From an optimization exercise on the open Yosys and OpenROAD flow, aimed at small area; shortcuts taken in it are not production practice. The RTL was checked by simulation tests, not by an equivalence proof against the original design. Power is estimated from default activity; no workload was simulated.

==> design.v <==
package ap_prof_pkg;
    localparam logic [2:0] METRIC_TXN_IN   = 3'd0;
    localparam logic [2:0] METRIC_TXN_OUT  = 3'd1;
    localparam logic [2:0] METRIC_BUSY     = 3'd2;
    localparam logic [2:0] METRIC_STALL    = 3'd3;
    localparam logic [2:0] METRIC_MIN_LAT  = 3'd4;
    localparam logic [2:0] METRIC_MAX_LAT  = 3'd5;
    localparam logic [2:0] METRIC_LAST_LAT = 3'd6;
    localparam logic [2:0] METRIC_OCC      = 3'd7;
endpackage
module ap_prof_channel
#(
    parameter int CNT_W   = 20,
    parameter int LAT_W   = 16
) (
    input  logic             clock,
    input  logic             reset,
    input  logic             clear,
    input  logic             frozen,
    input  logic [CNT_W-1:0] ts,
    input  logic [CNT_W-1:0] ts_n,
    input  logic             start,
    input  logic             ready,
    input  logic             done,
    input  logic             cont,
    output logic [CNT_W-1:0] txn_out,
    output logic [CNT_W-1:0] busy,
    output logic [CNT_W-1:0] stall,
    output logic [LAT_W-1:0] min_lat,
    output logic [LAT_W-1:0] max_lat,
    output logic [LAT_W-1:0] last_lat,
    output logic [2:0]       occ,
    output logic             idle,
    output logic             err
);
    localparam logic [LAT_W-1:0] LAT_MAX = {LAT_W{1'b1}};
    logic [CNT_W-1:0] mem_r [4];
    logic [1:0]       rd_ptr_r;
    logic [2:0]       occ_r;
    logic [CNT_W-1:0] txn_out_r, busy_r, stall_r;
    logic [LAT_W-1:0] min_lat_r, max_lat_r, last_lat_r;
    logic             any_r;
    logic             err_r;
    logic             clr_s, run_s;
    logic             acc_s, cmp_s, empty_s, full_s;
    logic             pop_s, push_s, zero_s, cpl_ok_s;
    logic [1:0]       wr_ptr_s;
    logic [CNT_W-1:0] head_n_s;
    logic [LAT_W-1:0] lat_s;
    logic [LAT_W-1:0] min_eff_s, max_eff_s;
    logic [CNT_W-1:0] txn_out_nxt_s, busy_nxt_s, stall_nxt_s;
    function automatic logic [CNT_W-1:0] sat_inc(input logic [CNT_W-1:0] q, input logic inc);
        logic [CNT_W:0] c;
        c[0] = inc & ~(&q);
        for (int i = 0; i < CNT_W; i++) begin
            c[i+1] = c[i] & q[i];
        end
        sat_inc = q ^ c[CNT_W-1:0];
    endfunction
    function automatic logic lat_lt(input logic [LAT_W-1:0] a, input logic [LAT_W-1:0] b);
        logic r;
        r = 1'b0;
        for (int i = 0; i < LAT_W; i++) begin
            r = (~a[i] & b[i]) | (~a[i] & r) | (b[i] & r);
        end
        lat_lt = r;
    endfunction
    always_comb begin
        clr_s    = reset | clear;
        run_s    = ~frozen;
        acc_s    = start & ready;
        cmp_s    = done & cont;
        empty_s  = (occ_r == 3'd0);
        full_s   = occ_r[2];
        pop_s    = cmp_s & ~empty_s;
        zero_s   = cmp_s & empty_s & acc_s;
        push_s   = acc_s & ~zero_s & (~full_s | pop_s);
        cpl_ok_s = pop_s | zero_s;
        wr_ptr_s = rd_ptr_r + occ_r[1:0];
    end
    always_comb begin
        logic [8:0] lo, hi0, hi1;
        logic [3:0] hs;
        logic       c16, sat;
        head_n_s = mem_r[rd_ptr_r];
        lo  = {1'b0, ts[7:0]} + {1'b0, head_n_s[7:0]} + 9'd1;
        hi0 = {1'b0, ts[15:8]} + {1'b0, head_n_s[15:8]};
        hi1 = {1'b0, ts[15:8]} + {1'b0, head_n_s[15:8]} + 9'd1;
        hs  = ts[19:16] + head_n_s[19:16];
        c16 = lo[8] ? hi1[8] : hi0[8];
        sat = c16 ? (hs != 4'hf) : (hs != 4'h0);
        if (empty_s) begin
            lat_s = {LAT_W{1'b0}};
        end else if (sat) begin
            lat_s = LAT_MAX;
        end else begin
            lat_s = {(lo[8] ? hi1[7:0] : hi0[7:0]), lo[7:0]};
        end
    end
    always_comb begin
        min_eff_s = (any_r && lat_lt(last_lat_r, min_lat_r)) ? last_lat_r : min_lat_r;
        max_eff_s = lat_lt(max_lat_r, last_lat_r) ? last_lat_r : max_lat_r;
        txn_out_nxt_s = sat_inc(txn_out_r, run_s & cpl_ok_s);
        busy_nxt_s    = sat_inc(busy_r, run_s & ~empty_s);
        stall_nxt_s   = sat_inc(stall_r, run_s & done & ~cont);
    end
    always_ff @(posedge clock) begin
        if (run_s && push_s) begin
            mem_r[wr_ptr_s] <= ts_n;
        end
    end
    always_ff @(posedge clock) begin
        if (clr_s) begin
            rd_ptr_r   <= 2'd0;
            occ_r      <= 3'd0;
            txn_out_r  <= {CNT_W{1'b0}};
            busy_r     <= {CNT_W{1'b0}};
            stall_r    <= {CNT_W{1'b0}};
            min_lat_r  <= LAT_MAX;
            max_lat_r  <= {LAT_W{1'b0}};
            last_lat_r <= {LAT_W{1'b0}};
            any_r      <= 1'b0;
            err_r      <= 1'b0;
        end else begin
            txn_out_r <= txn_out_nxt_s;
            busy_r    <= busy_nxt_s;
            stall_r   <= stall_nxt_s;
            min_lat_r <= min_eff_s;
            max_lat_r <= max_eff_s;
            if (run_s) begin
                if (pop_s) begin
                    rd_ptr_r <= rd_ptr_r + 2'd1;
                end
                if (push_s && !pop_s) begin
                    occ_r <= occ_r + 3'd1;
                end else if (pop_s && !push_s) begin
                    occ_r <= occ_r - 3'd1;
                end
                if (cpl_ok_s) begin
                    last_lat_r <= lat_s;
                    any_r      <= 1'b1;
                end
                if ((acc_s && full_s && !pop_s) || (cmp_s && empty_s && !acc_s)) begin
                    err_r <= 1'b1;
                end
            end
        end
    end
    assign txn_out = txn_out_r;
    assign busy    = busy_r;
    assign stall   = stall_r;
    assign min_lat = min_eff_s;
    assign max_lat = max_eff_s;
    assign last_lat = last_lat_r;
    assign occ  = occ_r;
    assign idle = empty_s;
    assign err  = err_r;
endmodule
module ap_ctrl_profiler
#(
    parameter int NUM_CH  = 4,
    parameter int CNT_W   = 20,
    parameter int LAT_W   = 16,
    parameter int MAX_OUT = 4,
    localparam int CH_W   = (NUM_CH > 1) ? $clog2(NUM_CH) : 1
) (
    input  logic              clock,
    input  logic              reset,
    input  logic              finish,
    input  logic              clear,
    input  logic [NUM_CH-1:0] ch_start,
    input  logic [NUM_CH-1:0] ch_ready,
    input  logic [NUM_CH-1:0] ch_done,
    input  logic [NUM_CH-1:0] ch_continue,
    input  logic [CH_W-1:0]   rd_ch,
    input  logic [2:0]        rd_sel,
    output logic [CNT_W-1:0]  rd_data,
    output logic              rd_valid,
    output logic [NUM_CH-1:0] err,
    output logic              frozen,
    output logic              all_idle
);
    logic [CNT_W-1:0]  ts_r;
    logic [CNT_W-1:0]  ts_n_s;
    logic              frozen_r;
    logic [CNT_W-1:0]  rd_data_r;
    logic              rd_valid_r;
    logic [CNT_W-1:0]  ch_txo_s [NUM_CH];
    logic [CNT_W-1:0]  ch_bsy_s [NUM_CH];
    logic [CNT_W-1:0]  ch_stl_s [NUM_CH];
    logic [LAT_W-1:0]  ch_min_s [NUM_CH];
    logic [LAT_W-1:0]  ch_max_s [NUM_CH];
    logic [LAT_W-1:0]  ch_lst_s [NUM_CH];
    logic [NUM_CH-1:0] ch_hit_s;
    logic [7:0]        sel_hit_s;
    logic [2:0]        ch_occ_s [NUM_CH];
    logic [NUM_CH-1:0] ch_idle_s;
    logic [NUM_CH-1:0] ch_err_s;
    logic [CNT_W-1:0]  sel_val_s;
    logic [2:0]        add_s;
    logic [CNT_W:0]    sum_s;
    logic [CNT_W-1:0]  out_s;
    always_ff @(posedge clock) begin
        if (reset || clear) begin
            ts_r     <= {CNT_W{1'b0}};
            frozen_r <= 1'b0;
        end else begin
            if (!frozen_r) begin
                ts_r <= ts_r + CNT_W'(1'b1);
            end
            if (finish) begin
                frozen_r <= 1'b1;
            end
        end
    end
    genvar g;
    generate
        for (g = 0; g < NUM_CH; g++) begin : g_ch
            ap_prof_channel #(
                .CNT_W   (CNT_W),
                .LAT_W   (LAT_W)
            ) u_ch (
                .clock  (clock),
                .reset  (reset),
                .clear  (clear),
                .frozen (frozen_r),
                .ts     (ts_r),
                .ts_n   (ts_n_s),
                .start  (ch_start[g]),
                .ready  (ch_ready[g]),
                .done   (ch_done[g]),
                .cont   (ch_continue[g]),
                .txn_out  (ch_txo_s[g]),
                .busy     (ch_bsy_s[g]),
                .stall    (ch_stl_s[g]),
                .min_lat  (ch_min_s[g]),
                .max_lat  (ch_max_s[g]),
                .last_lat (ch_lst_s[g]),
                .occ    (ch_occ_s[g]),
                .idle   (ch_idle_s[g]),
                .err    (ch_err_s[g])
            );
        end
    endgenerate
    always_comb begin
        for (int i = 0; i < NUM_CH; i++) begin
            ch_hit_s[i] = (rd_ch == CH_W'(i));
        end
        for (int j = 0; j < 8; j++) begin
            sel_hit_s[j] = (rd_sel == 3'(j));
        end
        sel_val_s = {CNT_W{1'b0}};
        add_s     = 3'd0;
        for (int i = 0; i < NUM_CH; i++) begin
            sel_val_s = sel_val_s
                | ({CNT_W{ch_hit_s[i] & (sel_hit_s[0] | sel_hit_s[1])}} & ch_txo_s[i])
                | ({CNT_W{ch_hit_s[i] & sel_hit_s[2]}} & ch_bsy_s[i])
                | ({CNT_W{ch_hit_s[i] & sel_hit_s[3]}} & ch_stl_s[i])
                | ({CNT_W{ch_hit_s[i] & sel_hit_s[4]}} & CNT_W'(ch_min_s[i]))
                | ({CNT_W{ch_hit_s[i] & sel_hit_s[5]}} & CNT_W'(ch_max_s[i]))
                | ({CNT_W{ch_hit_s[i] & sel_hit_s[6]}} & CNT_W'(ch_lst_s[i]));
            add_s = add_s | ({3{ch_hit_s[i] & (sel_hit_s[0] | sel_hit_s[7])}} & ch_occ_s[i]);
        end
        sum_s     = {1'b0, sel_val_s} + (CNT_W+1)'(add_s);
        out_s     = sum_s[CNT_W] ? {CNT_W{1'b1}} : sum_s[CNT_W-1:0];
    end
    always_ff @(posedge clock) begin
        if (reset) begin
            rd_data_r  <= {CNT_W{1'b0}};
            rd_valid_r <= 1'b0;
        end else begin
            rd_data_r  <= out_s;
            rd_valid_r <= 1'b1;
        end
    end
    assign ts_n_s   = ~ts_r;
    assign rd_data  = rd_data_r;
    assign rd_valid = rd_valid_r;
    assign err      = ch_err_s;
    assign frozen   = frozen_r;
    assign all_idle = &ch_idle_s;
endmodule
==> flow/run.sh <==
#!/bin/bash
# The standard layout (the standard.sh: standard synthesis, floorplan,
# placement, CTS, routing), with a leaner clock tree: clkbuf_16 buffers
# only, sink clusters of up to 24 flip-flops within 80 um, and no dummy loads.
# make's full output goes to standard.log in the work folder; each ORFS
# step's own log stays under orfs/logs/.
set -euo pipefail
export CTS_ARGS="-sink_clustering_enable -repair_clock_nets -dont_use_dummy_load -sink_clustering_size 24 -sink_clustering_max_diameter 80 -buf_list sky130_fd_sc_hd__clkbuf_16"
bash standard.sh > standard.log 2>&1
==> standard.sh <==
#!/bin/bash
# synth_recipe.tcl (not shown) runs the flow's synth.tcl, then flattens the netlist and writes it again
# the make line also repeats each setting of config.mk as NAME=value (left out here)
make -C /OpenROAD-flow-scripts/flow DESIGN_CONFIG=/design/flow/config.mk WORK_HOME=/design/flow/orfs CLKGATE_MAP_FILE= SYNTH_SCRIPT=/design/flow/synth_recipe.tcl "${@:-finish}"
==> config.mk <==
export PLATFORM = sky130hd
export DESIGN_NAME = ap_ctrl_profiler
export DESIGN_NICKNAME = ap_ctrl_profiler
export VERILOG_FILES = /design/flow/design.v
export SDC_FILE = /design/flow/constraint.sdc
export NUM_CORES = 4
export LEC_CHECK = 0
export CAP_MARGIN = 10
export CORE_MARGIN = 2
export CORE_UTILIZATION = 40
export SLEW_MARGIN = 10
==> constraint.sdc <==
create_clock -name core_clock -period 6.0 [get_ports {clock}]
set_input_delay 1.2000 -clock core_clock [delete_from_list [all_inputs] [get_ports {clock}]]
set_output_delay 1.2000 -clock core_clock [all_outputs]
set_load 0.01 [all_outputs]
==> flow_summary.ini, run 1 <==
[worst_setup_path]
critPathKind = flop to flop
start_kind = flop
arrival_ns = 6.06
cp_max_fo = 3
cp_num_cells = 25
cpMostUsedCell = ha_1
cp.required_ns = 6.49
path_buf_inv = 0
cp_top_family = adder cells
crit_slowest_cell = dfxtp_1
critPathMaxStageDelay_ns = 0.51
worstRegToRegCells = 25
cp-end-kind = flop

[final_layout]
drive_gt1_frac = 0.0993
seq_area_mm2 = 0.0198
fillCellCount = 9371
utilization = 0.441
stdcell_area_mm2 = 0.0443
nets = 3998
area_delta_synth_final_pct = 9.27
multiInputGateArea_mm2 = 0.0194

[grt]
grt_max_degree = 182
grt_overflow = 0
antenna_found_initial = 2
grt_use_total = 0.233
grt_pass1_wl_um = 180000
grt_pass1_vias = 27100

[timing]
period_share = 0.927
period_minus_slack_ns = 5.56
final_hold_viol_count = 0
timing.fmax_mhz = 180
drv_slew = 0
fin_skew_ns = 0.0805
worst_hold_slack_ns = 0.474
worst_pin_slew_ns = 1.17
setup_viol = 0
timing.slew.headroom = 0.219
fin_setup_tns_ns = 0
grt_setup_unrepaired = no

[clock_network]
cts_root_buffer = clkbuf_16
cts_setup_buffers = 0
cts_tree = done
htreeDepth = 2
clock-sinks = 830
cts_buffers = 45
hold_buffers = 0
clockBufferDepth = 3
cts_resized = 0
clock_latency_ns = 0.65
cts.clk_slew.worst_paths_ns = 0.10

[placement]
globalplace.congestion = 1.04
numPortBuffers = 51
dpl.hpwl_um = 92800
placed_area_mm2 = 0.0431

[logic_synthesis]
syn-num-nets = 3928
synth-seq-cells = 830
synth.mux.area_fraction = 0.0790
yosysWarnings = 9
synthSimpleGateAreaFrac = 0.141
synth-compound-area-share = 0.113
synth_fa_ha_area_frac = 0.110
synthDistinctLibCells = 106
syn_inst = 3566
synth.cell_area_mm2 = 0.0405
synthArstFlopShare = 0
ys_seq_area_frac = 0.489
ys.flop_type = dfxtp_1
postSynthAreaPerCell_um2 = 11.4
synth_edf_count = 320
synth_top_family_by_area = simple AND/OR/NAND/NOR gates
synthXorXnorAreaFrac = 0.0340

[job]
drv_cap = 0

[route]
wl_um = 122000
drtIter0Drc = 2935
routedWlPerCell_um = 24.4
route.detailed.drc = 0
antenna_left = 0
vias_per_cell = 5.69
drtPass1Iterations = 7
num_vias = 28400

[floorplan]
start_util = 0.404
num_io_pins = 52
die_area_mm2 = 0.104
fp.coreArea_mm2 = 0.100
die_y_um = 322
die_w_um = 322
row_count = 116

[power]
irDropWorstVdd_mv = 0.219
p_total_w = 0.00978
p_leak_nw = 16.7
p_per_area_mw_per_mm2 = 221

[hold_path]
min_delay_path_depth = 2
hold_class = flop to flop

[outcome]
status = complete, no violations
-- synth_stat cells (22+ instances only) --
cell type | n | area [um^2]
nand3_1 | 53 | 265
nor3_1 | 34 | 170
and2_1 | 238 | 1490
xnor2_1 | 114 | 998
o21bai_1 | 28 | 210
a221o_1 | 66 | 661
nand2_1 | 181 | 679
nand2b_1 | 53 | 332
nand4_1 | 95 | 594
xor2_1 | 43 | 377
nor2b_1 | 45 | 282
mux4_2 | 102 | 2300
a21o_1 | 26 | 195
clkbuf_1 | 110 | 413
o22ai_1 | 38 | 238
or3_1 | 22 | 138
ha_1 | 320 | 4000
edfxtp_1 | 320 | 9610
a22oi_1 | 91 | 683
mux2i_1 | 70 | 701
a21oi_1 | 143 | 716
nor2_1 | 278 | 1040
dfxtp_1 | 510 | 10200
inv_1 | 170 | 638
o21ai_0 | 41 | 205
and3_1 | 23 | 144
-- per-layer routing --
layer | wire (um) | share of wire | GRT usage | up-vias
li1 | - | - | - | 13300
met1 | 54800 | 0.45 | 0.332 | 14000
met2 | 53500 | 0.44 | 0.362 | 995
met3 | 7990 | 0.066 | 0.0271 | 197
met4 | 5370 | 0.044 | 0.0945 | 0
met5 | 0 | 0 | 0 | -
-- placed cells by master (no fill, tap or decap), types with 16 or more instances in the layout --
| master | instances |
|---|---|
| dfxtp_1 | 509 |
| ha_1 | 320 |
| edfxtp_1 | 320 |
| nor2_1 | 264 |
| and2_1 | 238 |
| nand2_1 | 181 |
| inv_1 | 170 |
| a21oi_1 | 143 |
| buf_4 | 131 |
| xnor2_1 | 114 |
| mux4_2 | 102 |
| nand4_1 | 95 |
| a22oi_1 | 91 |
| mux2i_1 | 70 |
| a221o_1 | 66 |
| nand3_1 | 53 |
| nand2b_1 | 53 |
| clkdlybuf4s50_1 | 49 |
| nor2b_1 | 45 |
| clkbuf_16 | 45 |
| xor2_1 | 43 |
| o21ai_0 | 40 |
| o22ai_1 | 38 |
| nor3_1 | 28 |
| o21bai_1 | 28 |
| a21o_1 | 26 |
| and3_1 | 23 |
| or3_1 | 22 |
| fa_1 | 17 |
| a211oi_1 | 16 |
-- tightest hold or removal path, cell delays in order, from the launching register on --
cell,delay (ns)
dfxtp_1,0.33
nor2_1,0.05
nor2_1,0.07
-- layout make-up --
cell class              count  share of cell area
well taps                1357              0.0384
diodes                      2            0.000113
multi-input cells        2402               0.439
flip-flops and latches    830               0.448
repair buffers            183              0.0340
inverters                 174              0.0148
clock buffers              45              0.0254
-- flip-flops by register name (all words and copies together) (netlist names), named ones only --
| register | flops |
|---|---|
| g_ch.u_ch.txn_out_r | 80 |
| g_ch.u_ch.min_lat_r | 64 |
| rd_valid_r | 1 |
| g_ch.u_ch.err_r | 4 |
| frozen_r | 1 |
| g_ch.u_ch.mem_r | 320 |
| g_ch.u_ch.any_r | 4 |
| g_ch.u_ch.last_lat_r | 64 |
| g_ch.u_ch.max_lat_r | 64 |
| g_ch.u_ch.stall_r | 80 |
| g_ch.u_ch.busy_r | 80 |
| ts_r | 20 |
| g_ch.u_ch.rd_ptr_r | 8 |
| g_ch.u_ch.occ_r | 12 |
| rd_data_r | 20 |
-- through the flow --
stage / setup WS, ns / cells
finish: 0.437 / 4993
global route: 0.215 / 4991
CTS: 0.430 / 4991
detailed placement: 0.121 / 4946
global placement: 0.146 / 4946
floorplan: 0.648 / 3566
-- cell families (layout without fill, tap and decap cells) --
family	count (synthesis)	after routing
compound gates	616	616
xor+xnor	157	157
fa+ha+maj	348	348
buf+inv	334	402
flops	830	830
mux	189	189
other cells	0	2
simple gates	1092	1092
-- report_power, final --
part           internal [W]  switching (W)
Clock               0.00134        0.00181
Sequential          0.00586      0.0000571
Combinational      0.000267       0.000458
Total               0.00746        0.00232
-- final timing paths --
check / from / endpoint / slack [ns]
worst min register to register: g_ch[1].u_ch.err_r$_SDFFE_PP0P_ / g_ch[1].u_ch.err_r$_SDFFE_PP0P_ / 0.47
worst max register to register: g_ch[3].u_ch.stall_r[6]$_SDFF_PP0_ / g_ch[3].u_ch.stall_r[19]$_SDFF_PP0_ / 0.44
worst min-delay path: g_ch[1].u_ch.err_r$_SDFFE_PP0P_ / g_ch[1].u_ch.err_r$_SDFFE_PP0P_ / 0.47
worst max-delay path: g_ch[3].u_ch.stall_r[6]$_SDFF_PP0_ / g_ch[3].u_ch.stall_r[19]$_SDFF_PP0_ / 0.44
==> run 2: changes to the inputs <==
--- a/config.mk
+++ b/config.mk
@@ -7,5 +7,5 @@
 export LEC_CHECK = 0
-export CAP_MARGIN = 10
+export CAP_MARGIN = 20
 export CORE_MARGIN = 2
 export CORE_UTILIZATION = 40
-export SLEW_MARGIN = 10
+export SLEW_MARGIN = 20
==> flow_summary.ini, run 2 <==
[outcome]
status = complete, no violations

[logic_synthesis]
synthDistinctLibCells = 106
ys_seq_area_frac = 0.489
yosysWarnings = 9
synth_edf_count = 320
synth_top_area_frac = 0.252
ys.flop_type = dfxtp_1
ys_top_cells_by_area = dfxtp_1 (25%), edfxtp_1 (24%), ha_1 (9.9%)
synthArstFlopShare = 0
syn-num-nets = 3928
yosys-top-cells-count = dfxtp_1 (510), edfxtp_1 (320), ha_1 (320)
synth-seq-cells = 830
synth.cell_area_mm2 = 0.0405
yosysMostFrequentCell = dfxtp_1
postSynthAreaPerCell_um2 = 11.4
yosysTopAreaCell = dfxtp_1
syn_inst = 3566

[clock_network]
htreeDepth = 2
cts_tree = done
cts_setup_buffers = 0
clockBufferDepth = 3
cts_root_buffer = clkbuf_16
hold_buffers = 0
cts_buffers = 45
cts_resized = 0
cts.clk_slew.worst_paths_ns = 0.09
clock-sinks = 830
clock_latency_ns = 0.66

[timing]
timing.fmax_mhz = 181
drv_slew = 0
period_minus_slack_ns = 5.53
fin_setup_tns_ns = 0
final_hold_viol_count = 0
period_share = 0.922
fin_skew_ns = 0.0840
grt_setup_unrepaired = no
worst_pin_slew_ns = 1.14
timing.slew.headroom = 0.231
setup_viol = 0

[power]
irDropWorstVdd_mv = 0.232
p_leak_nw = 16.7
p_per_area_mw_per_mm2 = 221

[route]
routedWlPerCell_um = 24.4
vias_per_cell = 5.68
antenna_left = 0
wl_um = 122000
drtPass1Iterations = 8
route.detailed.drc = 0
num_vias = 28400
drtIter0Drc = 2855

[worst_setup_path]
worstRegToRegCells = 25
cp.required_ns = 6.50
arrival_ns = 6.03
critPathKind = flop to flop
r2r_start = g_ch[3].u_ch.stall_r[6]$_SDFF_PP0_
cp-end-kind = flop
r2r_setup_slack_ns = 0.47
cp_max_fo = 3
start_kind = flop
r2r_end = g_ch[3].u_ch.stall_r[19]$_SDFF_PP0_

[job]
drv_cap = 0

[final_layout]
final_common_cell = dfxtp_1
utilization = 0.441
largest_register = g_ch.u_ch.mem_r
n_antenna_cell = 0
nets = 3998
area_delta_synth_final_pct = 9.29
largest_register_ffs = 320
most-common-layout-cells = dfxtp_1 (509), ha_1 (320), edfxtp_1 (320), nor2_1 (261), and2_1 (238)
fillCellCount = 9350
drive_gt1_frac = 0.100

[floorplan]
start_util = 0.404
fp.coreArea_mm2 = 0.100
die_area_mm2 = 0.104
row_count = 116
die_y_um = 322
die_w_um = 322
num_io_pins = 52

[grt]
grt_pass1_vias = 27100
grt_max_degree = 182
grt_pass1_wl_um = 181000
antenna_found_initial = 1
grt_use_total = 0.234
grt_overflow = 0

[hold_path]
min-delay-start = g_ch[0].u_ch.err_r$_SDFFE_PP0P_
hold_path_end = g_ch[0].u_ch.err_r$_SDFFE_PP0P_
min_delay_path_depth = 2
hold_class = flop to flop

[placement]
dpl.hpwl_um = 92800
globalplace.congestion = 1.04
numPortBuffers = 51
==> run 2: layout make-up <==
cell class | count | area (um^2) | area share
multi-input combinational | 2402 | 19500 | 0.440
tap | 1357 | 1700 | 0.0384
timing repair buffer | 183 | 1500 | 0.0340
sequential | 830 | 19800 | 0.448
inverter | 174 | 653 | 0.0148
clock buffer | 45 | 1130 | 0.0254
==> run 2: where the power goes <==
group          internal [W]  switching (W)  total (W)  leakage, nW
Sequential          0.00586      0.0000567    0.00591         6.38
Combinational      0.000267       0.000457   0.000725         9.78
Clock               0.00134        0.00181    0.00315        0.555
==> run 2: stage by stage <==
| stage | hold WS, ns | cells | total power, W | area (um^2) | setup WS [ns] |
|---|---|---|---|---|---|
| 6_report | 0.479 | 4991 | 0.00978 | 44300 | 0.468 |
| 5_1_grt | 0.507 | 4991 | 0.0101 | 44300 | 0.201 |
| 4_1_cts | 0.484 | 4991 | 0.00987 | 44300 | 0.428 |
| 3_5_place_dp | 0.463 | 4946 | 0.00676 | 43100 | 0.113 |
| 3_3_place_gp | 0.451 | 4946 | 0.00675 | 43100 | 0.146 |
| 2_1_floorplan | 0.440 | 3566 | 0.00649 | 40500 | 0.648 |
==> run 2: worst max-delay path by stage <==
stage	slack [ns]	end	cells after the start	start
after CTS	0.43	g_ch[3].u_ch.stall_r[19]$_SDFF_PP0_	25	g_ch[3].u_ch.stall_r[6]$_SDFF_PP0_
after global placement	0.15	g_ch[0].u_ch.txn_out_r[19]$_SDFF_PP0_	25	ch_start[0]
after detailed placement	0.11	g_ch[0].u_ch.txn_out_r[18]$_SDFF_PP0_	24	ch_done[0]
final	0.47	g_ch[3].u_ch.stall_r[19]$_SDFF_PP0_	25	g_ch[3].u_ch.stall_r[6]$_SDFF_PP0_
after global routing	0.20	g_ch[3].u_ch.stall_r[19]$_SDFF_PP0_	25	g_ch[3].u_ch.stall_r[6]$_SDFF_PP0_
after floorplan	0.65	rd_data_r[18]$_SDFF_PP0_	20	rd_ch[0]
==> run 2: kinds of logic (layout without fill, tap and decap cells) <==
| family | Yosys count | after routing | share of synthesized area |
|---|---|---|---|
| AO/OA/AOI/OAI | 616 | 616 | 0.113 |
| adder cells (fa/ha/maj) | 348 | 348 | 0.110 |
| buffers and inverters | 334 | 402 | 0.0329 |
| AND/OR/NAND/NOR | 1092 | 1092 | 0.141 |
| XOR/XNOR | 157 | 157 | 0.0340 |
| multiplexers | 189 | 189 | 0.0790 |
| flip-flops | 830 | 830 | 0.489 |
==> run 2: layer usage <==
layer | global-route usage | vias to the layer above | wire [um]
li1 | - | 13200 | -
met1 | 0.331 | 14000 | 54500
met2 | 0.363 | 934 | 53700
met3 | 0.0295 | 204 | 7920
met4 | 0.0963 | 0 | 5460
met5 | 0 | - | 0
==> run 2: worst max-delay path: stages, from the launching register on <==
cell and delay, ns:
dfxtp_1 0.50, nand4_1 0.11, or3_1 0.45, nor3_1 0.45, nor4b_1 0.16, ha_1 0.24
ha_1 0.19, ha_1 0.19, ha_1 0.19, ha_1 0.18, ha_1 0.18, ha_1 0.18
ha_1 0.18, ha_1 0.20, ha_1 0.18, ha_1 0.18, ha_1 0.19, ha_1 0.18
ha_1 0.18, ha_1 0.18, ha_1 0.18, ha_1 0.17, ha_1 0.18, ha_1 0.19
xnor2_1 0.14, nor2_1 0.06
==> run 3: changes to the inputs <==
==> flow/run.sh (replaced) <==
#!/bin/bash
# The standard layout (the standard.sh: standard synthesis, floorplan,
# placement, CTS, routing) with two changes:
#  - a leaner clock tree: clkbuf_16 buffers only, sink clusters of up to 24
#    flip-flops within 80 um, and no dummy loads;
#  - the port buffers are buf_1 cells.
# make's full output goes to standard.log in the work folder; each ORFS
# step's own log stays under orfs/logs/.
set -euo pipefail
export CTS_ARGS="-sink_clustering_enable -repair_clock_nets -dont_use_dummy_load -sink_clustering_size 24 -sink_clustering_max_diameter 80 -buf_list sky130_fd_sc_hd__clkbuf_16"
export BUFFER_PORTS_ARGS="-buffer_cell sky130_fd_sc_hd__buf_1"
bash standard.sh > standard.log 2>&1
==> flow_summary.ini, run 3 <==
[logic_synthesis]
yosysMostFrequentCell = dfxtp_1
ys_top_cells_by_area = dfxtp_1 (25%), edfxtp_1 (24%), ha_1 (9.9%)
yosys-top-cells-count = dfxtp_1 (510), edfxtp_1 (320), ha_1 (320)
synthDistinctLibCells = 106
synth-seq-cells = 830
synth.cell_area_mm2 = 0.0405
ys.flop_type = dfxtp_1
syn_inst = 3566
postSynthAreaPerCell_um2 = 11.4
synthArstFlopShare = 0
yosysWarnings = 9
synth_edf_count = 320
ys_seq_area_frac = 0.489
synth_top_area_frac = 0.252
yosysTopAreaCell = dfxtp_1
syn-num-nets = 3928

[worst_setup_path]
r2r_end = g_ch[2].u_ch.stall_r[19]$_SDFF_PP0_
r2r_start = g_ch[2].u_ch.stall_r[6]$_SDFF_PP0_
cp_max_fo = 3
r2r_setup_slack_ns = 0.26
cp.required_ns = 6.50
start_kind = flop
endpoint = g_ch[2].u_ch.stall_r[19]$_SDFF_PP0_
cp-startpoint = g_ch[2].u_ch.stall_r[6]$_SDFF_PP0_
critPathKind = flop to flop
arrival_ns = 6.24
worstRegToRegCells = 26
cp-end-kind = flop

[clock_network]
hold_buffers = 0
cts_tree = done
cts_setup_buffers = 0
htreeDepth = 2
clock-sinks = 830
clockBufferDepth = 3
clock_latency_ns = 0.65
cts.clk_slew.worst_paths_ns = 0.10
cts_resized = 0
cts_buffers = 44
cts_root_buffer = clkbuf_16

[floorplan]
fp.coreArea_mm2 = 0.100
die_w_um = 322
num_io_pins = 52
die_area_mm2 = 0.104
row_count = 116
die_y_um = 322
start_util = 0.404

[final_layout]
multiInputGateArea_mm2 = 0.0195
nets = 4009
fillCellCount = 9380
largest_register_ffs = 320
stdcell_count = 5002
area_delta_synth_final_pct = 8.71
utilization = 0.439
largest_register = g_ch.u_ch.mem_r
drive_gt1_frac = 0.103
n_antenna_cell = 0
seq_area_mm2 = 0.0198
most-common-layout-cells = dfxtp_1 (509), ha_1 (320), edfxtp_1 (320), nor2_1 (262), and2_1 (238)
final_common_cell = dfxtp_1

[power]
p_leak_nw = 16.7
irDropWorstVdd_mv = 0.229
p_total_w = 0.00978
p_per_area_mw_per_mm2 = 222

[timing]
grt_setup_unrepaired = no
timing.fmax_mhz = 174
fin_skew_ns = 0.0996
worst_pin_slew_ns = 1.18
fin_setup_tns_ns = 0
timing.slew.headroom = 0.209
final_hold_viol_count = 0
layout_setup_ws_ns = 0.258
period_minus_slack_ns = 5.74
period_share = 0.957
drv_slew = 0
setup_viol = 0

[route]
antenna_left = 0
wl_um = 123000
drtPass1Iterations = 9
num_vias = 28600
routedWlPerCell_um = 24.5
vias_per_cell = 5.72
drtIter0Drc = 2924
route.detailed.drc = 0

[grt]
grt_pass1_vias = 27300
antenna_found_initial = 1
grt_overflow = 0
grt_max_degree = 171
grt_use_total = 0.235
grt_pass1_wl_um = 182000

[hold_path]
hold_class = flop to flop
min_delay_path_depth = 2

[placement]
numPortBuffers = 51
place_inst = 4957
dp_slack_ns = 0.293
dpl.hpwl_um = 93700
globalplace.congestion = 1.04

[outcome]
status = complete, no violations

[job]
drv_cap = 0
run 3: changes by cell type in the layout (fill, tap and decap cells not counted):
cell / change
clkdlybuf4s50_1: -49
clkbuf_16: -1
buf_1: +49
buf_2: -2
nor2_4: -1
nor2_1: +1
buf_4: +11
buf_12: +1
clkbuf_2: +2
run 3: metrics by stage:
stage	area (um^2)	hold slack, ns
2_1_floorplan	40500	0.440
3_3_place_gp	42900	0.452
3_5_place_dp	42900	0.460
4_1_cts	44000	0.483
5_1_grt	44000	0.512
6_report	44000	0.475
run 3: worst min path at each step:
stage	startpoint	to	slack, ns
2_1_floorplan	g_ch[2].u_ch.min_lat_r[0]$_SDFF_PP1_	g_ch[2].u_ch.min_lat_r[0]$_SDFF_PP1_	0.44
3_3_place_gp	g_ch[1].u_ch.err_r$_SDFFE_PP0P_	g_ch[1].u_ch.err_r$_SDFFE_PP0P_	0.45
3_5_place_dp	g_ch[0].u_ch.err_r$_SDFFE_PP0P_	g_ch[0].u_ch.err_r$_SDFFE_PP0P_	0.46
4_1_cts	g_ch[0].u_ch.err_r$_SDFFE_PP0P_	g_ch[0].u_ch.err_r$_SDFFE_PP0P_	0.48
5_1_grt	g_ch[0].u_ch.err_r$_SDFFE_PP0P_	g_ch[0].u_ch.err_r$_SDFFE_PP0P_	0.51
6_report	g_ch[2].u_ch.err_r$_SDFFE_PP0P_	g_ch[2].u_ch.err_r$_SDFFE_PP0P_	0.48
run 3: area by class of cell:
| type | count | area share |
|---|---|---|
| clock buffers | 44 | 0.0250 |
| inverters | 174 | 0.0148 |
| multi-input cells | 2402 | 0.442 |
| flip-flops and latches | 830 | 0.450 |
| well taps | 1357 | 0.0386 |
| repair buffers | 195 | 0.0295 |
run 3: logic make-up (layout without fill, tap and decap cells):
logic type	after synthesis	count (layout)	share of synthesized area
and+or+nand+nor	1092	1092	0.141
xor gates and xnor gates	157	157	0.0340
buffers and inverters	334	413	0.0329
adders and majority gates	348	348	0.110
DFF	830	830	0.489
AOI/OAI and AO/OA	616	616	0.113
muxes	189	189	0.0790
run 3: critical path, cell delays in order (launching register included):
cell	delay [ns]
dfxtp_1	0.44
nand4_1	0.12
or3_1	0.49
nor3_1	0.52
buf_4	0.21
nor4b_1	0.08
ha_1	0.23
ha_1	0.18
ha_1	0.18
ha_1	0.18
ha_1	0.18
ha_1	0.19
ha_1	0.18
ha_1	0.18
ha_1	0.23
ha_1	0.20
ha_1	0.18
ha_1	0.19
ha_1	0.18
ha_1	0.18
ha_1	0.18
ha_1	0.18
ha_1	0.17
ha_1	0.18
ha_1	0.19
xnor2_1	0.13
nor2_1	0.05
run 3: where the power goes:
group / switching (W) / total, W / internal [W]
clock network: 0.00183 / 0.00314 / 0.00131
logic: 0.000469 / 0.000721 / 0.000253
registers: 0.0000529 / 0.00591 / 0.00586
total: 0.00235 / 0.00977 / 0.00742
run 3: per-layer routing:
| metal | vias up | GRT usage | share of wire |
|---|---|---|---|
| met5 | - | 0 | 0 |
| met2 | 1039 | 0.366 | 0.44 |
| li1 | 13300 | - | - |
| met1 | 14000 | 0.325 | 0.44 |
| met4 | 0 | 0.0994 | 0.048 |
| met3 | 245 | 0.0371 | 0.074 |
==> run 4: changes to the inputs <==
--- a/flow/run.sh
+++ b/flow/run.sh
@@ -2,6 +2,8 @@
 # The standard layout (the standard.sh: standard synthesis, floorplan,
-# placement, CTS, routing) with two changes:
+# placement, CTS, routing) with three changes:
 #  - a leaner clock tree: clkbuf_16 buffers only, sink clusters of up to 24
 #    flip-flops within 80 um, and no dummy loads;
-#  - the port buffers are buf_1 cells.
+#  - the port buffers are buf_1 cells;
+#  - after global routing, repair_timing downsizes gates on paths with
+#    slack (RECOVER_POWER, all paths considered).
 # make's full output goes to standard.log in the work folder; each ORFS
@@ -11,2 +13,3 @@
 export BUFFER_PORTS_ARGS="-buffer_cell sky130_fd_sc_hd__buf_1"
+export RECOVER_POWER=100
 bash standard.sh > standard.log 2>&1
==> flow_summary.ini, run 4 <==
[outcome]
status = complete, but fails checks
violations = capacitance limit, slew limit

[logic_synthesis]
synthXorXnorAreaFrac = 0.0340
yosys-top-cells-count = dfxtp_1 (510), edfxtp_1 (320), ha_1 (320)
synth_top_family_by_area = simple AND/OR/NAND/NOR gates
synth.cell_area_mm2 = 0.0405
postSynthAreaPerCell_um2 = 11.4
yosysMostFrequentCell = dfxtp_1
synth_edf_count = 320
ys.flop_type = dfxtp_1
synth.mux.area_fraction = 0.0790
synthArstFlopShare = 0
syn-num-nets = 3928
ys_top_cells_by_area = dfxtp_1 (25%), edfxtp_1 (24%), ha_1 (9.9%)
ys_seq_area_frac = 0.489
yosysWarnings = 9
synth_fa_ha_area_frac = 0.110
synth_top_area_frac = 0.252
synthDistinctLibCells = 106
yosysTopAreaCell = dfxtp_1
synthSimpleGateAreaFrac = 0.141
synth-compound-area-share = 0.113
syn_inst = 3566
synth-seq-cells = 830

[worst_setup_path]
cp-startpoint = g_ch[2].u_ch.stall_r[6]$_SDFF_PP0_
cp.required_ns = 6.51
cp_max_fo = 3
endpoint = g_ch[2].u_ch.stall_r[18]$_SDFF_PP0_
arrival_ns = 6.25
critPathKind = flop to flop
start_kind = flop
r2r_setup_slack_ns = 0.27
r2r_start = g_ch[2].u_ch.stall_r[6]$_SDFF_PP0_
worstRegToRegCells = 25
cp-end-kind = flop
r2r_end = g_ch[2].u_ch.stall_r[18]$_SDFF_PP0_

[final_layout]
stdcell_count = 5002
most-common-layout-cells = dfxtp_1 (509), ha_1 (320), edfxtp_1 (320), nor2_1 (263), and2_1 (185)
area_delta_synth_final_pct = 8.31
final_common_cell = dfxtp_1
largest_register_ffs = 320
n_antenna_cell = 0
largest_register = g_ch.u_ch.mem_r
nets = 4009
drive_gt1_frac = 0.0938

[power]
p_per_area_mw_per_mm2 = 223
irDropWorstVdd_mv = 0.229
p_total_w = 0.00976
p_leak_nw = 16.5

[route]
wl_um = 123000
routedWlPerCell_um = 24.5
num_vias = 28700
antenna_left = 0
drtPass1Iterations = 7
route.detailed.drc = 0
vias_per_cell = 5.73
drtIter0Drc = 2834

[clock_network]
cts_tree = done
hold_buffers = 0
clock-sinks = 830
cts.clk_slew.worst_paths_ns = 0.10
cts_setup_buffers = 0
cts_buffers = 44
cts_resized = 0
htreeDepth = 2
clockBufferDepth = 3
clock_latency_ns = 0.65
cts_root_buffer = clkbuf_16

[floorplan]
die_area_mm2 = 0.104
die_w_um = 322
start_util = 0.404
num_io_pins = 52
fp.coreArea_mm2 = 0.100
row_count = 116
die_y_um = 322

[grt]
grt_pass1_wl_um = 182000
grt_overflow = 0
antenna_found_initial = 1
grt_pass1_vias = 27300
grt_use_total = 0.235
grt_max_degree = 171

[timing]
fin_setup_tns_ns = 0
timing.fmax_mhz = 174
fin_skew_ns = 0.101
period_share = 0.955
drv_slew = 338
timing.slew.headroom = -1.16
grt_setup_unrepaired = no
period_minus_slack_ns = 5.73
final_hold_viol_count = 0
setup_viol = 0
worst_pin_slew_ns = 3.24

[placement]
numPortBuffers = 51
place_inst = 4957
dpl.hpwl_um = 93700
globalplace.congestion = 1.04

[hold_path]
hold_class = flop to flop

[job]
drv_cap = 6
[run 4: cell counts after synthesis]
No cell type changed its count.
[run 4: cells by family (layout without fill, tap and decap cells)]
family / Yosys count / in the layout
adders and majority gates: 348 / 348
AOI/OAI and AO/OA: 616 / 616
muxes: 189 / 189
buffers and inverters: 334 / 413
xor gates and xnor gates: 157 / 157
and+or+nand+nor: 1092 / 1092
DFF: 830 / 830
[run 4: through the flow]
| stage | hold WS [ns] | area, um^2 | setup WS (ns) | util |
|---|---|---|---|---|
| floorplan | 0.440 | 40500 | 0.648 | - |
| global placement | 0.452 | 42900 | 0.258 | 0.428 |
| detailed placement | 0.460 | 42900 | 0.293 | 0.428 |
| CTS | 0.483 | 44000 | 0.254 | 0.439 |
| global route | 0.512 | 43900 | 0.0516 | 0.437 |
| finish | 0.474 | 43900 | 0.268 | 0.437 |
[run 4: how the worst min path moves through the flow]
stage	startpoint	end	slack, ns	cells past startpoint
floorplan	g_ch[2].u_ch.min_lat_r[0]$_SDFF_PP1_	g_ch[2].u_ch.min_lat_r[0]$_SDFF_PP1_	0.44	2
global placement	g_ch[1].u_ch.err_r$_SDFFE_PP0P_	g_ch[1].u_ch.err_r$_SDFFE_PP0P_	0.45	2
detailed placement	g_ch[0].u_ch.err_r$_SDFFE_PP0P_	g_ch[0].u_ch.err_r$_SDFFE_PP0P_	0.46	2
CTS	g_ch[0].u_ch.err_r$_SDFFE_PP0P_	g_ch[0].u_ch.err_r$_SDFFE_PP0P_	0.48	2
global route	g_ch[0].u_ch.err_r$_SDFFE_PP0P_	g_ch[0].u_ch.err_r$_SDFFE_PP0P_	0.51	2
finish	g_ch[2].u_ch.err_r$_SDFFE_PP0P_	g_ch[2].u_ch.err_r$_SDFFE_PP0P_	0.47	2
[run 4: area by class of cell]
class / count / area [um^2]
fillers: 9414 / 56400
multi-input cells: 2402 / 19400
repair buffers: 195 / 1170
well taps: 1357 / 1700
clock buffers: 44 / 1100
flip-flops and latches: 830 / 19800
inverters: 174 / 653
[run 4: worst max-delay path: stages (launching register included)]
cell	delay [ns]
dfxtp_1	0.43
nand4_1	0.12
or3_1	0.48
nor3_1	0.52
buf_4	0.21
nor4b_1	0.08
ha_1	0.23
ha_1	0.18
ha_1	0.18
ha_1	0.18
ha_1	0.18
ha_1	0.18
ha_1	0.18
ha_1	0.18
ha_1	0.23
ha_1	0.20
ha_1	0.18
ha_1	0.19
ha_1	0.18
ha_1	0.18
ha_1	0.18
ha_1	0.18
ha_1	0.17
ha_1	0.18
ha_1	0.26
and2_0	0.13
[run 4: where the power goes]
part           total [W]  switching [W]  internal [W]
combinational   0.000715       0.000468      0.000247
clock            0.00313        0.00182       0.00131
sequential       0.00591      0.0000529       0.00586
total            0.00976        0.00234       0.00742
[run 4: layer usage]
metal / GRT usage / share of wire
met5: 0 / 0
met4: 0.0994 / 0.048
met3: 0.0371 / 0.070
met2: 0.366 / 0.44
met1: 0.325 / 0.44
==> run 5: changes to the inputs <==
==> run.sh (new file) <==
#!/bin/bash
# synth_recipe.tcl (not shown) runs the flow's synth.tcl, then flattens the netlist and writes it again
# the make line also repeats each setting of config.mk as NAME=value (left out here)
make -C /OpenROAD-flow-scripts/flow DESIGN_CONFIG=/design/flow/config.mk WORK_HOME=/design/flow/orfs CLKGATE_MAP_FILE= SYNTH_SCRIPT=/design/flow/synth_recipe.tcl finish
--- a/config.mk
+++ b/config.mk
@@ -7,5 +7,7 @@
 export LEC_CHECK = 0
-export CAP_MARGIN = 20
+export CAP_MARGIN = 0
 export CORE_MARGIN = 2
 export CORE_UTILIZATION = 40
-export SLEW_MARGIN = 20
+export CTS_BUF_LIST = sky130_fd_sc_hd__clkbuf_4 sky130_fd_sc_hd__clkbuf_8
+export CTS_CLUSTER_SIZE = 20
+export SLEW_MARGIN = 0
removed: flow/run.sh
removed: standard.sh
==> flow_summary.ini, run 5 <==
[floorplan]
die_w_um = 322
die_area_mm2 = 0.104
row_count = 116
die_y_um = 322
num_io_pins = 52
fp.coreArea_mm2 = 0.100
start_util = 0.404

[logic_synthesis]
synthDistinctLibCells = 106
yosysMostFrequentCell = dfxtp_1
synth_edf_count = 320
synth-seq-cells = 830
yosysTopAreaCell = dfxtp_1
synth_top_area_frac = 0.252
ys.flop_type = dfxtp_1
syn-num-nets = 3928
postSynthAreaPerCell_um2 = 11.4
yosys-top-cells-count = dfxtp_1 (510), edfxtp_1 (320), ha_1 (320)
ys_seq_area_frac = 0.489
synthArstFlopShare = 0
syn_inst = 3566
yosysWarnings = 9
ys_top_cells_by_area = dfxtp_1 (25%), edfxtp_1 (24%), ha_1 (9.9%)
synth.cell_area_mm2 = 0.0405

[final_layout]
largest_register = g_ch.u_ch.mem_r
most-common-layout-cells = dfxtp_1 (509), ha_1 (320), edfxtp_1 (320), nor2_1 (264), and2_1 (238)
drive_gt1_frac = 0.144
area_delta_synth_final_pct = 13.6
final_common_cell = dfxtp_1
nets = 4095
largest_register_ffs = 320

[placement]
numPortBuffers = 51
globalplace.congestion = 1.04
dp_slack_ns = 0.121
dpl.hpwl_um = 92800

[power]
p_per_area_mw_per_mm2 = 258
irDropWorstVdd_mv = 0.206
p_total_w = 0.0119
p_leak_nw = 17.7

[route]
num_vias = 29200
drtIter0Drc = 2859
antenna_left = 0
routedWlPerCell_um = 23.8
wl_um = 124000
drtPass1Iterations = 5
vias_per_cell = 5.62
route.detailed.drc = 0

[clock_network]
clockBufferDepth = 3
clock_latency_ns = 0.81
cts_resized = 0
cts_tree = done
clock-sinks = 830
htreeDepth = 4
cts_setup_buffers = 0
cts_buffers = 142
cts_root_buffer = clkbuf_8
cts.clk_slew.worst_paths_ns = 0.06
hold_buffers = 0

[grt]
grt_max_degree = 182
grt_use_total = 0.239
grt_pass1_vias = 28100
grt_overflow = 0
antenna_found_initial = 3
grt_pass1_wl_um = 184000

[worst_setup_path]
r2r_start = g_ch[3].u_ch.stall_r[6]$_SDFF_PP0_
arrival_ns = 6.21
r2r_end = g_ch[3].u_ch.stall_r[19]$_SDFF_PP0_
crit_slowest_cell = dfxtp_1
r2r_setup_slack_ns = 0.45
start_kind = flop
worstRegToRegCells = 25
cpMostUsedCell = ha_1
critPathKind = flop to flop
cp_max_fo = 3
cp.required_ns = 6.66
cp-end-kind = flop
critPathMaxStageDelay_ns = 0.48

[timing]
layout_setup_ws_ns = 0.448
period_minus_slack_ns = 5.55
fin_setup_tns_ns = 0
drv_slew = 0
period_share = 0.925
worst_pin_slew_ns = 1.14
worst_hold_slack_ns = 0.471
setup_viol = 0
timing.slew.headroom = 0.232
timing.fmax_mhz = 180
grt_setup_unrepaired = no
final_hold_viol_count = 0
fin_skew_ns = 0.0356

[outcome]
status = complete, no violations

[job]
drv_cap = 0

[hold_path]
min_delay_path_depth = 2
min-delay-start = g_ch[0].u_ch.err_r$_SDFFE_PP0P_
hold_path_end = g_ch[0].u_ch.err_r$_SDFFE_PP0P_
hold_class = flop to flop
-- run 5: cell types whose count changed in the layout (fill, tap and decap cells not counted), moves of 5 or more --
cell / previous run / this run
clkbuf_4: 0 / 46
clkdlybuf4s50_1: 0 / 49
and2_0: 53 / 0
and2_1: 185 / 238
inv_8: 0 / 5
clkinvlp_4: 0 / 5
clkbuf_16: 44 / 0
clkbuf_8: 0 / 163
buf_1: 47 / 0
clkinv_2: 0 / 11
clkinv_1: 1 / 13
buf_4: 110 / 131
clkbuf_2: 8 / 0
clkbuf_1: 29 / 0
-- run 5: power by group --
group          leakage, nW  switching (W)  total, W  internal [W]
logic                 9.78       0.000459  0.000726      0.000267
clock network         1.52        0.00239   0.00522       0.00283
registers             6.38      0.0000571   0.00592       0.00587
total                 17.7        0.00291    0.0119       0.00896
-- run 5: how the worst max path moves through the flow --
stage	from	to	slack, ns	depth (start not counted)
after floorplan	rd_ch[0]	rd_data_r[18]$_SDFF_PP0_	0.65	20
after global placement	ch_start[0]	g_ch[0].u_ch.txn_out_r[19]$_SDFF_PP0_	0.15	25
after detailed placement	ch_done[0]	g_ch[0].u_ch.txn_out_r[18]$_SDFF_PP0_	0.12	24
after CTS	g_ch[3].u_ch.stall_r[6]$_SDFF_PP0_	g_ch[3].u_ch.stall_r[19]$_SDFF_PP0_	0.42	25
after global routing	g_ch[3].u_ch.stall_r[6]$_SDFF_PP0_	g_ch[3].u_ch.stall_r[19]$_SDFF_PP0_	0.21	25
final	g_ch[3].u_ch.stall_r[6]$_SDFF_PP0_	g_ch[3].u_ch.stall_r[19]$_SDFF_PP0_	0.45	25
-- run 5: layout make-up --
type,instances,area [um^2]
antenna,2,5.00
clock buffer,209,2590
clock inverter,39,290
fill,9272,54300
inverter,174,653
multi-input combinational,2402,19400
sequential,830,19800
tap,1357,1700
timing repair buffer,183,1500
-- run 5: metrics by stage --
step                      cell area, um^2  instances   util
after detailed placement            43100       4946  0.430
after global routing                46000       5195  0.459
after floorplan                     40500       3566      -
final                               46000       5196  0.459
after global placement              43100       4946  0.430
after CTS                           46000       5194  0.459
-- run 5: cells by family (layout without fill, tap and decap cells) --
| family | Yosys count | after routing | share of synthesized area |
|---|---|---|---|
| and+or+nand+nor | 1092 | 1092 | 0.141 |
| DFF | 830 | 830 | 0.489 |
| AOI/OAI and AO/OA | 616 | 616 | 0.113 |
| adders and majority gates | 348 | 348 | 0.110 |
| buffers and inverters | 334 | 605 | 0.0329 |
| muxes | 189 | 189 | 0.0790 |
| xor gates and xnor gates | 157 | 157 | 0.0340 |
| other | 0 | 2 | 0 |
-- run 5: per-layer routing --
metal | vias up | part of all wire | global-route usage
li1 | 13500 | - | -
met1 | 14300 | 0.44 | 0.332
met2 | 1152 | 0.44 | 0.364
met3 | 273 | 0.071 | 0.0370
met4 | 0 | 0.049 | 0.113
met5 | - | 0 | 0
-- run 5: critical path: cells and delay by family (launching register included) --
family,cells,cell delay [ns]
adder cells (fa/ha/maj),19,3.55
AND/OR/NAND/NOR,5,1.26
flip-flops,1,0.48
XOR/XNOR,1,0.14
==> run 6: changes to the inputs <==
--- a/design.v
+++ b/design.v
@@ -91,9 +91,3 @@
         sat = c16 ? (hs != 4'hf) : (hs != 4'h0);
-        if (empty_s) begin
-            lat_s = {LAT_W{1'b0}};
-        end else if (sat) begin
-            lat_s = LAT_MAX;
-        end else begin
-            lat_s = {(lo[8] ? hi1[7:0] : hi0[7:0]), lo[7:0]};
-        end
+        lat_s = sat ? LAT_MAX : {(lo[8] ? hi1[7:0] : hi0[7:0]), lo[7:0]};
     end
@@ -138,5 +132,9 @@
                 end
+                if (zero_s) begin
+                    last_lat_r <= {LAT_W{1'b0}};
+                end else if (pop_s) begin
+                    last_lat_r <= lat_s;
+                end
                 if (cpl_ok_s) begin
-                    last_lat_r <= lat_s;
-                    any_r      <= 1'b1;
+                    any_r <= 1'b1;
                 end
@@ -246,3 +244,3 @@
         for (int i = 0; i < NUM_CH; i++) begin
-            ch_hit_s[i] = (rd_ch == CH_W'(i));
+            ch_hit_s[i] = (rd_ch == CH_W'(i)) & ~reset;
         end
@@ -267,9 +265,4 @@
     always_ff @(posedge clock) begin
-        if (reset) begin
-            rd_data_r  <= {CNT_W{1'b0}};
-            rd_valid_r <= 1'b0;
-        end else begin
-            rd_data_r  <= out_s;
-            rd_valid_r <= 1'b1;
-        end
+        rd_data_r  <= out_s;
+        rd_valid_r <= ~reset;
     end
==> flow_summary.ini, run 6 <==
[final_layout]
area_delta_synth_final_pct = 14.5
largest_register_ffs = 320
nets = 4058
seq_area_mm2 = 0.0198
drive_gt1_frac = 0.142
largest_register = g_ch.u_ch.mem_r
multiInputGateArea_mm2 = 0.0189
fillCellCount = 9052
most-common-layout-cells = dfxtp_1 (509), ha_1 (320), edfxtp_1 (320), nor2_1 (245), and2_1 (237)
final_common_cell = dfxtp_1

[floorplan]
start_util = 0.404
row_count = 115
die_area_mm2 = 0.102
die_y_um = 320
num_io_pins = 52
fp.coreArea_mm2 = 0.0986
die_w_um = 320

[logic_synthesis]
synthArstFlopShare = 0
yosysMostFrequentCell = dfxtp_1
ys.flop_type = dfxtp_1
yosysWarnings = 9
synth_top_area_frac = 0.256
ys_seq_area_frac = 0.497
syn_inst = 3487
syn-num-nets = 3849
yosysTopAreaCell = dfxtp_1
postSynthAreaPerCell_um2 = 11.4
synthDistinctLibCells = 83
synth_edf_count = 320
synth.cell_area_mm2 = 0.0399
yosys-top-cells-count = dfxtp_1 (510), edfxtp_1 (320), ha_1 (320)
ys_top_cells_by_area = dfxtp_1 (26%), edfxtp_1 (24%), ha_1 (10%)
synth-seq-cells = 830

[power]
irDropWorstVdd_mv = 0.209
p_leak_nw = 17.9
pwr-share-seq = 0.497
p_sw_w = 0.00287
p_per_area_mw_per_mm2 = 262
p_int_w = 0.00906
p_total_w = 0.0119
sw_frac_of_total = 0.241
pwr-share-clk = 0.445
combPwrFrac = 0.058

[grt]
grt_use_total = 0.247
grt_max_degree = 185
grt_pass1_vias = 27400
antenna_found_initial = 2
grt_pass1_wl_um = 185000
grt_overflow = 0

[clock_network]
cts_resized = 0
cts_root_buffer = clkbuf_8
htreeDepth = 4
cts.clk_slew.worst_paths_ns = 0.06
hold_buffers = 0
cts_setup_buffers = 0
clock-sinks = 830
cts_buffers = 142
cts_tree = done
clockBufferDepth = 3
clock_latency_ns = 0.82

[route]
drtIter0Drc = 2996
route.detailed.drc = 0
antenna_left = 0
wl_um = 127000
vias_per_cell = 5.66
num_vias = 28800
routedWlPerCell_um = 25.0
drtPass1Iterations = 6

[hold_path]
min-delay-start = g_ch[0].u_ch.err_r$_SDFFE_PP0P_
min_delay_path_depth = 2
hold_class = flop to flop
hold_path_end = g_ch[0].u_ch.err_r$_SDFFE_PP0P_

[outcome]
status = complete, no violations

[timing]
worst_pin_slew_ns = 1.01
final_hold_viol_count = 0
timing.slew.headroom = 0.312
setup_viol = 0
fin_skew_ns = 0.0293
drv_slew = 0
worst_hold_slack_ns = 0.469
grt_setup_unrepaired = no
period_minus_slack_ns = 5.68
timing.fmax_mhz = 176
period_share = 0.947

[worst_setup_path]
cpMostUsedCell = ha_1
r2r_start = g_ch[0].u_ch.stall_r[12]$_SDFF_PP0_
cp.required_ns = 6.68
r2r_end = g_ch[0].u_ch.stall_r[19]$_SDFF_PP0_
cp-end-kind = flop
arrival_ns = 6.36
r2r_setup_slack_ns = 0.32
critPathMaxStageDelay_ns = 0.49
crit_slowest_cell = or3_4
critPathKind = flop to flop
cp_max_fo = 3
start_kind = flop
worstRegToRegCells = 26

[placement]
dpl.hpwl_um = 96400
globalplace.congestion = 1.04
numPortBuffers = 51

[job]
drv_cap = 0
-- run 6: cell count changes after synthesis, sizes merged, moves of 10 or more --
| cell | delta |
|---|---|
| buf | -16 |
| nand2 | -22 |
| o221ai | +10 |
| a222oi | -10 |
| a22oi | +52 |
| inv | -15 |
| mux2i | +29 |
| a21oi | -26 |
| nand3 | -16 |
| nor2 | -17 |
| nor2b | +18 |
| mux4 | -19 |
-- run 6: critical path, delay by kind of cell (launching register included) --
family,cells,cell delay [ns]
fa+ha+maj,19,3.81
simple gates,5,1.07
flops,1,0.38
buf+inv,1,0.15
xor+xnor,1,0.13
-- run 6: worst max path at each step --
stage	start	to	slack [ns]	cells past startpoint
5_1_grt	g_ch[0].u_ch.stall_r[12]$_SDFF_PP0_	g_ch[0].u_ch.stall_r[19]$_SDFF_PP0_	0.06	26
4_1_cts	g_ch[0].u_ch.stall_r[12]$_SDFF_PP0_	g_ch[0].u_ch.stall_r[19]$_SDFF_PP0_	0.13	26
6_report	g_ch[0].u_ch.stall_r[12]$_SDFF_PP0_	g_ch[0].u_ch.stall_r[19]$_SDFF_PP0_	0.32	26
2_1_floorplan	ch_start[1]	g_ch[1].u_ch.txn_out_r[18]$_SDFF_PP0_	0.59	23
3_5_place_dp	ch_start[1]	g_ch[1].u_ch.txn_out_r[18]$_SDFF_PP0_	-0.22	25
3_3_place_gp	ch_start[0]	g_ch[0].u_ch.txn_out_r[19]$_SDFF_PP0_	-0.21	26
-- run 6: cell families after synthesis --
group / synth area share
fa+ha+maj: 0.113
mux: 0.0746
buf+inv: 0.0302
flops: 0.497
simple gates: 0.139
compound gates: 0.110
xor+xnor: 0.0349
-- run 6: per-stage QoR --
stage | std cells | utilization | setup WS [ns] | area, um^2 | setup TNS, ns
finish | 5094 | 0.463 | 0.317 | 45600 | 0
global placement | 4839 | 0.433 | -0.208 | 42700 | -0.743
CTS | 5091 | 0.463 | 0.134 | 45600 | 0
detailed placement | 4839 | 0.433 | -0.221 | 42700 | -0.910
floorplan | 3487 | - | 0.594 | 39900 | 0
global route | 5093 | 0.463 | 0.0617 | 45600 | 0
-- run 6: routing by layer --
layer | routed length, um | vias to the layer above | global-route usage
li1 | - | 13300 | -
met1 | 55300 | 14100 | 0.334
met2 | 56400 | 1113 | 0.380
met3 | 9660 | 269 | 0.0496
met4 | 5870 | 0 | 0.114
met5 | 0 | - | 0
-- run 6: power by group through the flow --
stage / Combinational [W] / Sequential, W / Clock (W)
after floorplan: 0.000438 / 0.00602 / 0
final: 0.000692 / 0.00593 / 0.00532
after global placement: 0.000681 / 0.00605 / 0
after global routing: 0.000740 / 0.00593 / 0.00567
after CTS: 0.000685 / 0.00593 / 0.00542
after detailed placement: 0.000682 / 0.00605 / 0
-- run 6: area by class of cell --
class                   instances  share of cell area
flip-flops and latches        830               0.434
diodes                          3            0.000165
clock inverters                44             0.00765
well taps                    1287              0.0353
repair buffers                211              0.0383
multi-input cells            2352               0.415
clock buffers                 208              0.0564
inverters                     159              0.0131
==> run 7: changes to the inputs <==
==> flow/run.sh (new file) <==
#!/bin/bash
# The standard layout (the standard.sh: standard synthesis, floorplan,
# placement, CTS, routing) with two changes:
#  - a leaner clock tree: clkbuf_8 buffers only, sink clusters of up to 14
#    flip-flops within 60 um, and no dummy loads;
#  - the port buffers are buf_1 cells.
# make's full output goes to standard.log in the work folder; each ORFS
# step's own log stays under orfs/logs/.
set -euo pipefail
export CTS_ARGS="-sink_clustering_enable -repair_clock_nets -dont_use_dummy_load -sink_clustering_size 14 -sink_clustering_max_diameter 60 -buf_list sky130_fd_sc_hd__clkbuf_8"
export BUFFER_PORTS_ARGS="-buffer_cell sky130_fd_sc_hd__buf_1"
bash standard.sh > standard.log 2>&1
==> standard.sh (new file) <==
#!/bin/bash
# synth_recipe.tcl (not shown) runs the flow's synth.tcl, then flattens the netlist and writes it again
# the make line also repeats each setting of config.mk as NAME=value (left out here)
make -C /OpenROAD-flow-scripts/flow DESIGN_CONFIG=/design/flow/config.mk WORK_HOME=/design/flow/orfs CLKGATE_MAP_FILE= SYNTH_SCRIPT=/design/flow/synth_recipe.tcl "${@:-finish}"
--- a/config.mk
+++ b/config.mk
@@ -7,7 +7,5 @@
 export LEC_CHECK = 0
-export CAP_MARGIN = 0
+export CAP_MARGIN = 20
 export CORE_MARGIN = 2
 export CORE_UTILIZATION = 40
-export CTS_BUF_LIST = sky130_fd_sc_hd__clkbuf_4 sky130_fd_sc_hd__clkbuf_8
-export CTS_CLUSTER_SIZE = 20
-export SLEW_MARGIN = 0
+export SLEW_MARGIN = 20
removed: run.sh
==> flow_summary.ini, run 7 <==
[worst_setup_path]
cp-end-kind = flop
r2r_start = g_ch[0].u_ch.stall_r[3]$_SDFF_PP0_
arrival_ns = 6.29
cp-startpoint = g_ch[0].u_ch.stall_r[3]$_SDFF_PP0_
worstRegToRegCells = 26
r2r_end = g_ch[0].u_ch.stall_r[19]$_SDFF_PP0_
r2r_setup_slack_ns = 0.26
cp.required_ns = 6.55
endpoint = g_ch[0].u_ch.stall_r[19]$_SDFF_PP0_
start_kind = flop
cp_max_fo = 3
critPathKind = flop to flop

[logic_synthesis]
synth.mux.area_fraction = 0.0746
synth-seq-cells = 830
ys_seq_area_frac = 0.497
yosysMostFrequentCell = dfxtp_1
synth_fa_ha_area_frac = 0.113
synth-compound-area-share = 0.110
postSynthAreaPerCell_um2 = 11.4
yosysTopAreaCell = dfxtp_1
yosysWarnings = 9
synthXorXnorAreaFrac = 0.0349
syn-num-nets = 3849
syn_inst = 3487
synth_top_area_frac = 0.256
ys_top_cells_by_area = dfxtp_1 (26%), edfxtp_1 (24%), ha_1 (10%)
yosys-top-cells-count = dfxtp_1 (510), edfxtp_1 (320), ha_1 (320)
synthDistinctLibCells = 83
ys.flop_type = dfxtp_1
synth.cell_area_mm2 = 0.0399
synthArstFlopShare = 0
synth_top_family_by_area = simple AND/OR/NAND/NOR gates
synth_edf_count = 320
synthSimpleGateAreaFrac = 0.139

[clock_network]
cts_setup_buffers = 0
hold_buffers = 0
htreeDepth = 3
cts_resized = 0
clockBufferDepth = 3
clock-sinks = 830
cts_buffers = 79
cts_tree = done
cts_root_buffer = clkbuf_8
cts.clk_slew.worst_paths_ns = 0.08
clock_latency_ns = 0.75

[floorplan]
die_w_um = 320
fp.coreArea_mm2 = 0.0986
row_count = 115
die_area_mm2 = 0.102
num_io_pins = 52
die_y_um = 320
start_util = 0.404

[power]
p_per_area_mw_per_mm2 = 222
p_int_w = 0.00727
sw_frac_of_total = 0.245
irDropWorstVdd_mv = 0.181
combPwrFrac = 0.069
p_total_w = 0.00963
p_leak_nw = 16.7
p_sw_w = 0.00236
pwr-share-clk = 0.317
pwr-share-seq = 0.614

[final_layout]
largest_register_ffs = 320
multiInputGateArea_mm2 = 0.0189
seq_area_mm2 = 0.0198
stdcell_area_mm2 = 0.0433
most-common-layout-cells = dfxtp_1 (510), ha_1 (320), edfxtp_1 (320), nor2_1 (245), and2_1 (237)
largest_register = g_ch.u_ch.mem_r
final_common_cell = dfxtp_1
area_delta_synth_final_pct = 8.69
drive_gt1_frac = 0.0983
fillCellCount = 9271
nets = 3974

[timing]
period_minus_slack_ns = 5.74
fin_setup_tns_ns = 0
grt_setup_unrepaired = no
drv_slew = 0
fin_skew_ns = 0.0910
timing.slew.headroom = 0.260
final_hold_viol_count = 0
worst_pin_slew_ns = 1.11
setup_viol = 0
period_share = 0.957
timing.fmax_mhz = 174

[hold_path]
hold_class = flop to flop

[placement]
globalplace.congestion = 1.02
placed_area_mm2 = 0.0422
numPortBuffers = 51
dpl.hpwl_um = 94500

[grt]
grt_overflow = 0
antenna_found_initial = 1
grt_use_total = 0.241
grt_pass1_wl_um = 182000
grt_max_degree = 142
grt_pass1_vias = 27100

[route]
routedWlPerCell_um = 25.3
wl_um = 124000
num_vias = 28300
drtIter0Drc = 3103
antenna_left = 0
route.detailed.drc = 0
vias_per_cell = 5.78
drtPass1Iterations = 6

[outcome]
status = complete, no violations

[job]
drv_cap = 0
==> run 7: cell counts after synthesis <==
Identical to the previous run, type by type.
==> run 7: layer usage <==
metal  GRT usage  part of all wire  vias to the layer above
met4       0.112             0.050                        0
met3      0.0413             0.074                      261
met2       0.368              0.44                     1092
met1       0.333              0.44                    13900
li1            -                 -                    13100
met5           0                 0                        -
==> run 7: logic make-up after synthesis <==
logic type               Yosys count
buffers and inverters            305
AND/OR/NAND/NOR                 1050
XOR/XNOR                         159
AO/OA/AOI/OAI                    597
flip-flops                       830
adder cells (fa/ha/maj)          354
multiplexers                     192
==> run 7: worst min path at each step <==
stage | from | slack (ns) | cells past startpoint | end
2_1_floorplan | g_ch[0].u_ch.err_r$_SDFFE_PP0P_ | 0.44 | 2 | g_ch[0].u_ch.err_r$_SDFFE_PP0P_
3_3_place_gp | g_ch[1].u_ch.err_r$_SDFFE_PP0P_ | 0.45 | 2 | g_ch[1].u_ch.err_r$_SDFFE_PP0P_
3_5_place_dp | g_ch[0].u_ch.err_r$_SDFFE_PP0P_ | 0.46 | 2 | g_ch[0].u_ch.err_r$_SDFFE_PP0P_
4_1_cts | g_ch[0].u_ch.err_r$_SDFFE_PP0P_ | 0.48 | 2 | g_ch[0].u_ch.err_r$_SDFFE_PP0P_
5_1_grt | g_ch[0].u_ch.err_r$_SDFFE_PP0P_ | 0.50 | 2 | g_ch[0].u_ch.err_r$_SDFFE_PP0P_
6_report | g_ch[1].u_ch.err_r$_SDFFE_PP0P_ | 0.49 | 2 | g_ch[1].u_ch.err_r$_SDFFE_PP0P_
==> run 7: layout make-up <==
| class | instances | area share |
|---|---|---|
| repair buffers | 190 | 0.0299 |
| flip-flops and latches | 830 | 0.457 |
| inverters | 159 | 0.0138 |
| well taps | 1287 | 0.0372 |
| multi-input cells | 2352 | 0.436 |
| diodes | 3 | 0.000173 |
| clock buffers | 79 | 0.0251 |
==> run 7: per-stage QoR <==
| stage | hold WS, ns | setup WS (ns) | util | std cells |
|---|---|---|---|---|
| after floorplan | 0.442 | 0.594 | - | 3487 |
| after global placement | 0.455 | 0.172 | 0.428 | 4818 |
| after detailed placement | 0.465 | 0.126 | 0.428 | 4818 |
| after CTS | 0.483 | 0.284 | 0.440 | 4897 |
| after global routing | 0.501 | 0.0545 | 0.440 | 4898 |
| final | 0.485 | 0.259 | 0.440 | 4900 |
==> run 7: power groups by stage <==
stage,Sequential (W),Clock [W],Combinational [W]
CTS,0.00591,0.00314,0.000660
global placement,0.00604,0,0.000656
global route,0.00592,0.00332,0.000716
finish,0.00592,0.00305,0.000667
detailed placement,0.00604,0,0.000658
floorplan,0.00602,0,0.000438
==> run 7: worst max-delay path: stages (launching register included) <==
cell	delay, ns
dfxtp_1	0.46
nand4_1	0.14
or3_1	0.43
nor3_1	0.25
buf_4	0.17
nor4b_1	0.08
ha_1	0.21
ha_1	0.20
ha_1	0.19
ha_1	0.20
ha_1	0.20
ha_1	0.20
ha_1	0.20
ha_1	0.20
ha_1	0.21
ha_1	0.20
ha_1	0.20
ha_1	0.21
ha_1	0.23
ha_1	0.21
ha_1	0.20
ha_1	0.20
ha_1	0.19
ha_1	0.20
ha_1	0.20
xnor2_1	0.13
nor2_1	0.05

==> what the ideal ports hide <==
In the flow no input, the clock included, has a driving cell. The finished layouts below were timed again as built, in two steps. Step 1 assumes that a clkbuf_16 drives the clock port and a buf_2 every other input. Step 2 adds t to the input delays and takes it off the output delays; t is the mean of the earliest and latest rising clock arrival at the registers after step 1. Input paths then give back, and output paths get back, about the clock's delay inside the block. Slacks: ideal ports / drivers / drivers and shift; pairs: ideal ports / drivers.
| run | t (ns) | setup slack, ns | latest minus earliest clock arrival (ns) |
|---|---|---|---|
| run 1 | 0.678 | 0.437 / 0.437 / 0.107 | 0.082 / 0.082 |
| run 2 | 0.685 | 0.468 / 0.468 / 0.102 | 0.084 / 0.085 |
| run 3 | 0.673 | 0.258 / 0.258 / 0.258 | 0.112 / 0.111 |
| run 4 | 0.672 | 0.268 / 0.268 / 0.068 | 0.113 / 0.113 |
| run 5 | 0.861 | 0.448 / 0.448 / 0.080 | 0.037 / 0.037 |
| run 6 | 0.869 | 0.317 / 0.317 / -0.232 | 0.037 / 0.037 |
| run 7 | 0.766 | 0.259 / 0.259 / 0.135 | 0.092 / 0.091 |
With both steps, setup timing fails in run 6, where it was met with ideal ports. The setup slack of run 6, which loses most, moves by 0.000 ns with the drivers and by -0.549 ns with both steps.
